From an optimization exercise on the open Yosys and OpenROAD flow, aimed at small area; shortcuts taken in it are not production practice.
In this exercise RTL edits were held to simulation tests only and were not proved equivalent to the original.
No activity file was given, so power comes from the tool's default toggle rates.

==> module bht_btb, before the edit <==
module bht_btb
#(
    parameter int XLEN  = 32,
    parameter int IDX_W = 6,
    parameter int TAG_W = 8
) (
    input  logic             clk,
    input  logic             rst,
    input  logic [IDX_W-1:0] rd_idx,
    input  logic [TAG_W-1:0] rd_tag_cmp,
    output logic             rd_hit,
    output logic [XLEN-1:0]  rd_tgt,
    input  logic             upd_en,
    input  logic             upd_branch,
    input  logic             upd_jump,
    input  logic             upd_taken,
    input  logic [IDX_W-1:0] upd_idx,
    input  logic [TAG_W-1:0] upd_tag,
    input  logic [XLEN-1:0]  upd_tgt
);
    localparam int ENTRIES = 1 << IDX_W;
    localparam int DW      = TAG_W + XLEN;    
    localparam int RW      = DW + 1;          
    logic r_pol;
    always_ff @(posedge clk or posedge rst) begin
        if (rst) r_pol <= 1'b0;
        else     r_pol <= ~r_pol;
    end
    logic [ENTRIES-1:0] w_cnt_we;      
    logic [ENTRIES-1:0] w_rd_oh;
    logic [7:0] w_rd_hi;
    logic [7:0] w_rd_lo;
    assign w_rd_hi = 8'(1) << rd_idx[5:3];
    assign w_rd_lo = 8'(1) << rd_idx[2:0];
    for (genvar i = 0; i < ENTRIES; i++) begin : g_rsel
        logic w_sel_n;
        npc_nand2 u_n (.a(w_rd_hi[i/8]), .b(w_rd_lo[i%8]), .y(w_sel_n));
        npc_inv   u_i (.a(w_sel_n), .y(w_rd_oh[i]));
    end
    logic w_cnt_en;
    logic w_dat_en;
    assign w_cnt_en = upd_en & (upd_branch | upd_jump);
    assign w_dat_en = upd_en & upd_taken;
    logic [7:0] w_hi;
    logic [7:0] w_hi_n;
    logic [7:0] w_lo_c;
    logic [7:0] w_lo_c_n;
    logic [7:0] w_lo_d;
    assign w_hi     = 8'(1) << upd_idx[5:3];
    assign w_hi_n   = ~w_hi;
    assign w_lo_c   = {8{w_cnt_en}} & (8'(1) << upd_idx[2:0]);
    assign w_lo_c_n = ~w_lo_c;
    assign w_lo_d   = {8{w_dat_en}} & (8'(1) << upd_idx[2:0]);
    logic [1:0] w_cu_raw;
    logic       w_cu1;
    logic       w_cu0;
    logic       w_cn1;
    logic       w_cn0;
    assign w_cu1 = w_cu_raw[1] ^ r_pol;
    assign w_cu0 = ~(w_cu_raw[0] ^ r_pol);
    always_comb begin
        if (upd_jump) begin
            w_cn1 = 1'b1;
            w_cn0 = 1'b1;
        end else if (upd_taken) begin
            w_cn1 = w_cu1 | w_cu0;
            w_cn0 = w_cu1 | ~w_cu0;
        end else begin
            w_cn1 = w_cu1 & w_cu0;
            w_cn0 = w_cu1 & ~w_cu0;
        end
    end
    logic [1:0]    w_cw;
    logic [DW-1:0] w_dw;
    logic [1:0] w_cw_n;
    assign w_cw_n = ~({w_cn1, ~w_cn0} ^ {2{r_pol}});
    for (genvar b = 0; b < 2; b++) begin : g_cw
        npc_inv u_i (.a(w_cw_n[b]), .y(w_cw[b]));
    end
    for (genvar b = 0; b < DW; b++) begin : g_dw
        logic w_dw_n;
        npc_xnor2 u_x (.a(b < XLEN ? upd_tgt[b % XLEN] : upd_tag[(b - XLEN) % TAG_W]), .b(r_pol), .y(w_dw_n));
        npc_inv   u_i (.a(w_dw_n), .y(w_dw[b]));
    end
    logic [1:0]    w_c_arr [ENTRIES];
    logic [DW-1:0] w_d_arr [ENTRIES];
    for (genvar i = 0; i < ENTRIES; i++) begin : g_entry
        logic [1:0]    r_cnt;     
        logic [DW-1:0] r_data;    
        logic [1:0]    w_cnt_nx;
        logic [DW-1:0] w_data_nx;
        logic          w_cwe;
        logic          w_ckeep;
        logic [2:0]    w_dwe;      
        logic [2:0]    w_dkeep;
        npc_nor2  u_cwe   (.a(w_hi_n[i/8]), .b(w_lo_c_n[i%8]), .y(w_cwe));
        npc_nand2 u_ckeep (.a(w_hi[i/8]),   .b(w_lo_c[i%8]),   .y(w_ckeep));
        for (genvar h = 0; h < 3; h++) begin : g_half
            npc_nand2 u_dkeep (.a(w_hi[i/8]), .b(w_lo_d[i%8]), .y(w_dkeep[h]));
            npc_inv   u_dwe   (.a(w_dkeep[h]), .y(w_dwe[h]));
        end
        for (genvar b = 0; b < 2; b++) begin : g_cbit
            npc_o22ai u_sel (.a1(r_cnt[b]), .a2(w_cwe), .b1(w_cw[b]), .b2(w_ckeep), .y(w_cnt_nx[b]));
        end
        for (genvar b = 0; b < DW; b++) begin : g_dbit
            npc_o22ai u_sel (.a1(r_data[b]), .a2(w_dwe[b*3/DW]), .b1(w_dw[b]), .b2(w_dkeep[b*3/DW]),
                             .y(w_data_nx[b]));
        end
        always_ff @(posedge clk or posedge rst) begin
            if (rst) r_cnt <= 2'b00;
            else     r_cnt <= w_cnt_nx;
        end
        always_ff @(posedge clk) begin
            r_data <= w_data_nx;
        end
        assign w_cnt_we[i] = w_cwe;
        assign w_c_arr[i]  = r_cnt;
        assign w_d_arr[i] = r_data;
    end
    logic [RW-1:0] w_rd_raw;
    logic [RW-1:0] w_rd;
    for (genvar b = 0; b < RW; b++) begin : g_rbit
        logic [ENTRIES-1:0] w_col;
        for (genvar i = 0; i < ENTRIES; i++) begin : g_col
            if (b < DW) begin : g_d
                assign w_col[i] = w_d_arr[i][b];
            end else begin : g_c
                assign w_col[i] = w_c_arr[i][1];
            end
        end
        npc_rdmux64 u_mux (.sel(w_rd_oh), .d(w_col), .y(w_rd_raw[b]));
    end
    for (genvar b = 0; b < 2; b++) begin : g_ubit
        logic [ENTRIES-1:0] w_col;
        for (genvar i = 0; i < ENTRIES; i++) begin : g_col
            assign w_col[i] = w_c_arr[i][b];
        end
        npc_rdmux64 u_mux (.sel(w_cnt_we), .d(w_col), .y(w_cu_raw[b]));
    end
    assign w_rd   = w_rd_raw ^ {RW{r_pol}};
    assign rd_hit = w_rd[DW] & (w_rd[XLEN +: TAG_W] == rd_tag_cmp);
    assign rd_tgt = w_rd[XLEN-1:0];
endmodule
export LEC_CHECK = 0
export CAP_MARGIN = 10
export CORE_MARGIN = 2
export CORE_UTILIZATION = 55
export CTS_BUF_LIST = sky130_fd_sc_hd__clkbuf_16
export CTS_CLUSTER_DIAMETER = 100
export CTS_CLUSTER_SIZE = 25
export SETUP_SLACK_MARGIN = 0.1
export SLEW_MARGIN = 15
export SYNTH_HIERARCHICAL = 1
create_clock -name core_clock -period 10.0 [get_ports {clk}]
standard.sh (not shown) runs the stock make flow with config.mk's settings and CLKGATE_MAP_FILE= SYNTH_SCRIPT=/design/flow/synth_recipe.tcl, a recipe that flattens the netlist after the stock synthesis.
==> flow/flow/run.sh <==
#!/bin/bash
# Own layout flow: the standard layout (standard.sh, all ORFS steps),
# except that the buffers ORFS puts on the ports use the smallest buffer
# cell instead of the one buffer_ports picks by default.
# make's full output goes to standard.log; ORFS keeps each step's log
# under orfs/logs/.
set -euo pipefail
export BUFFER_PORTS_ARGS="-buffer_cell sky130_fd_sc_hd__buf_1"
bash standard.sh > standard.log 2>&1
Change:
--- a/flow/design.v
+++ b/flow/design.v
@@ -115,11 +115,11 @@
         logic [DW-1:0] w_data_nx;
         logic          w_cwe;
         logic          w_ckeep;
-        logic [2:0]    w_dwe;      
-        logic [2:0]    w_dkeep;
+        logic [1:0]    w_dwe;      
+        logic [1:0]    w_dkeep;
         npc_nor2  u_cwe   (.a(w_hi_n[i/8]), .b(w_lo_c_n[i%8]), .y(w_cwe));
         npc_nand2 u_ckeep (.a(w_hi[i/8]),   .b(w_lo_c[i%8]),   .y(w_ckeep));
-        for (genvar h = 0; h < 3; h++) begin : g_half
+        for (genvar h = 0; h < 2; h++) begin : g_half
             npc_nand2 u_dkeep (.a(w_hi[i/8]), .b(w_lo_d[i%8]), .y(w_dkeep[h]));
             npc_inv   u_dwe   (.a(w_dkeep[h]), .y(w_dwe[h]));
         end
@@ -127,7 +127,7 @@
             npc_o22ai u_sel (.a1(r_cnt[b]), .a2(w_cwe), .b1(w_cw[b]), .b2(w_ckeep), .y(w_cnt_nx[b]));
         end
         for (genvar b = 0; b < DW; b++) begin : g_dbit
-            npc_o22ai u_sel (.a1(r_data[b]), .a2(w_dwe[b*3/DW]), .b1(w_dw[b]), .b2(w_dkeep[b*3/DW]),
+            npc_o22ai u_sel (.a1(r_data[b]), .a2(w_dwe[b/(DW/2)]), .b1(w_dw[b]), .b2(w_dkeep[b/(DW/2)]),
                              .y(w_data_nx[b]));
         end
         always_ff @(posedge clk or posedge rst) begin
Effect:
- hold slack is about the same
- critical path depth does not change
- core utilization goes up by 0.15 points
- cell count goes down slightly
- sequential cell count is unchanged
- design area hardly moves
- power goes up slightly
- first-iteration DRC count goes up by a few percent
- setup slack got worse by 0.062 ns
- area after synthesis goes down slightly
- via count stays flat
- wire length goes up by a few percent

-- what the ideal ports hide --
The flow's constraints put no driver on any port. The routed layouts listed below were extracted and timed again, unchanged, in two steps. Step 1, drivers: a clkbuf_16 drives clk and a buf_2 each remaining input, both assumed. Step 2, shift: input delay + t, output delay - t, t = (earliest + latest rising clock arrival at the registers) / 2. This alone moves slack from input paths to output paths. a / b / c = ideal / step 1 / step 2; a / b = the first two.
run	t (ns)	slack for setup (ns)	worst data-port slew with drivers (ns)
the first run	0.891	0.419 / 0.329 / 0.859	0.13
the second run	0.889	0.357 / 0.262 / 1.150	0.18
After both steps setup and hold are still met in every run listed.
